This is an optimization exercise on Yosys and OpenROAD, whose aim is small area, a short achievable clock period and few clock cycles per item, not a production implementation.
Function was checked by simulation only, so behaviour that the tests miss may differ from the original.

==> flow/design.v (excerpt) <==
module minkowski_distance_orders #(
  parameter int unsigned MAX_LEN     = mdo_pkg::MAX_LEN_DEF,
  parameter int unsigned COORD_WIDTH = mdo_pkg::COORD_WIDTH_DEF
) (
  input  logic          clk,
  input  logic          rst,
  input  logic          s_tvalid,
  output logic          s_tready,
  input  logic [31:0]   s_tdata,    
  input  logic          s_tlast,    
  output logic          m_tvalid,
  input  logic          m_tready,
  output logic [111:0]  m_tdata,    
  output logic          m_tuser     
);
==> flow/config.mk <==
export PLATFORM = sky130hd
export DESIGN_NAME = minkowski_distance_orders
export DESIGN_NICKNAME = minkowski_distance_orders
export VERILOG_FILES = /design/flow/design.v
export SDC_FILE = /design/flow/constraint.sdc
export NUM_CORES = 4
export LEC_CHECK = 0
export CAP_MARGIN = 20
export CORE_MARGIN = 2
export CORE_UTILIZATION = 60
export SLEW_MARGIN = 20
==> flow/constraint.sdc <==
create_clock -name core_clock -period 10.0 [get_ports {clk}]
set_input_delay 2.0000 -clock core_clock [delete_from_list [all_inputs] [get_ports {clk}]]
set_output_delay 2.0000 -clock core_clock [all_outputs]
set_load 0.01 [all_outputs]
run.sh (not shown) runs the stock make flow with config.mk's settings and CLKGATE_MAP_FILE= SYNTH_SCRIPT=/design/flow/synth_recipe.tcl, a recipe that flattens the netlist after the stock synthesis.
The starting point went through all stages and came out clean.
Testbench counts at the start, summed over its fixed seeds: cycles 6,611, items 384.
Rerun with:
CORE_UTILIZATION = 40   (was 60)
Result:
- The new run passed the timing, DRC and antenna checks
- count of clock-buffer cells in the layout rises by 10
- hold slack improved by 0.017 ns
- worst setup slack got worse by 0.067 ns

* * *

== v43 ==
minkowski_distance_orders, a different RTL version from the one above (not shown whole).
Size: roughly 10000 cells after synthesis, roughly 1300 flip-flops, about 150 I/O pins, about 0.095 mm^2 of cells after synthesis.
Settings: LEC_CHECK=0, CAP_MARGIN=20, CORE_MARGIN=2, CORE_UTILIZATION=25, SETUP_SLACK_MARGIN=5, SLEW_MARGIN=20; clock period 10.0 ns.
Testbench counts of v43, summed over its fixed seeds: cycles 6,610, items 384.
Setup changes, v43 to v25
Settings: changing CORE_UTILIZATION from 25 to 40.
Notes after the runs:
Run comparison: v25 timing endpoint of the critical path m_tdata[7]; v43 timing endpoint of the critical path m_tdata[78]
Compared with v43, pin count of the biggest net entering global routing in v25 increased by a little under 10%.
After synthesis and placement, the instance count of v25 is below that of v43.
v25 falls short of v43 in routed wire length.
Placed standard-cell area was higher in v43 than in v25.
v25 ends up with lower die area than v43 does.
Relative area change from synthesis to final layout (lower): v25
Setup changes, v25 to v41
Settings: swapping 40 for 60 in CORE_UTILIZATION.
==> comparison <==
- The number of buffers added for setup after CTS of v41 falls short of that of v25 by 2.
- [v41] clock insertion delay at the later pin of the skew report fell 0.03 ns relative to v25
- In the flow results for v41 and v25, the total instance count after detailed placement is larger on v25.
- Buffer share of cell area of v25 is on par with v41.
- Post-DP HPWL: v41 vs v25 down about 2.4%
- Diff v25 -> v41 | cell count | down by a little under 10%
- The core of v41 is more densely filled than that of v25.
- Initial antenna violation count on v41 is down relative to v25.

* * *

minkowski_distance_orders, a different RTL version from the one above (not shown whole).
Size: ~1,200 flip-flops, ~92,000 um2 of cells after synthesis.
clock: 10.0 ns
lec_check: 0
cap_margin: 20
core_margin: 2
core_utilization: 40
slew_margin: 20
The first run finished clean.
Testbench counts at the start, summed over its fixed seeds: cycles 6,611, items 384.
Edit:
- SETUP_SLACK_MARGIN: not set -> 5
Effect: Setup slack gains 0.91 ns; wire length went up by 3.3%; utilization went up by 0.64 points; via count went up by 0.57%; synthesized area stays the same.

[re-timing with driven ports]
In the flow no input, the clock included, has a driving cell. The finished layouts below were timed again as built, in two steps.
Step 1: set_driving_cell puts a clkbuf_16 on clk and a buf_2 on each other input, an assumption about the parent block.
Step 2 also shifts input and output timing later by t, the mid clock arrival at the registers, as if the neighbouring blocks saw the same clock.
Three values: ideal, step 1, step 2; two values: the first two.
| run | t (ns) | setup WS [ns] | slew at the worst register clock pin (ns) | worst data-port slew with drivers (ns) |
|---|---|---|---|---|
| the first run of note 1 | 0.877 | 4.003 / 4.003 / 4.003 | 0.07 / 0.07 | 0.08 |
| the second run of note 1 | 0.891 | 3.936 / 3.936 / 3.936 | 0.08 / 0.08 | 0.12 |
| v43 | 0.904 | 5.105 / 5.015 / 4.401 | 0.08 / 0.08 | 0.14 |
| v25 | 0.877 | 5.157 / 5.072 / 4.471 | 0.07 / 0.07 | 0.03 |
| v41 | 0.855 | 5.027 / 4.946 / 4.458 | 0.06 / 0.06 | 0.04 |
| the first run of note 3 | 0.879 | 3.658 / 3.658 / 3.658 | 0.07 / 0.07 | 0.06 |
| the second run of note 3 | 0.880 | 4.572 / 4.572 / 4.421 | 0.06 / 0.06 | 0.06 |
After both steps setup and hold are still met in every run listed. For v43, which loses most, drivers alone change the setup slack by -0.090 ns; drivers and shift together by -0.704 ns.
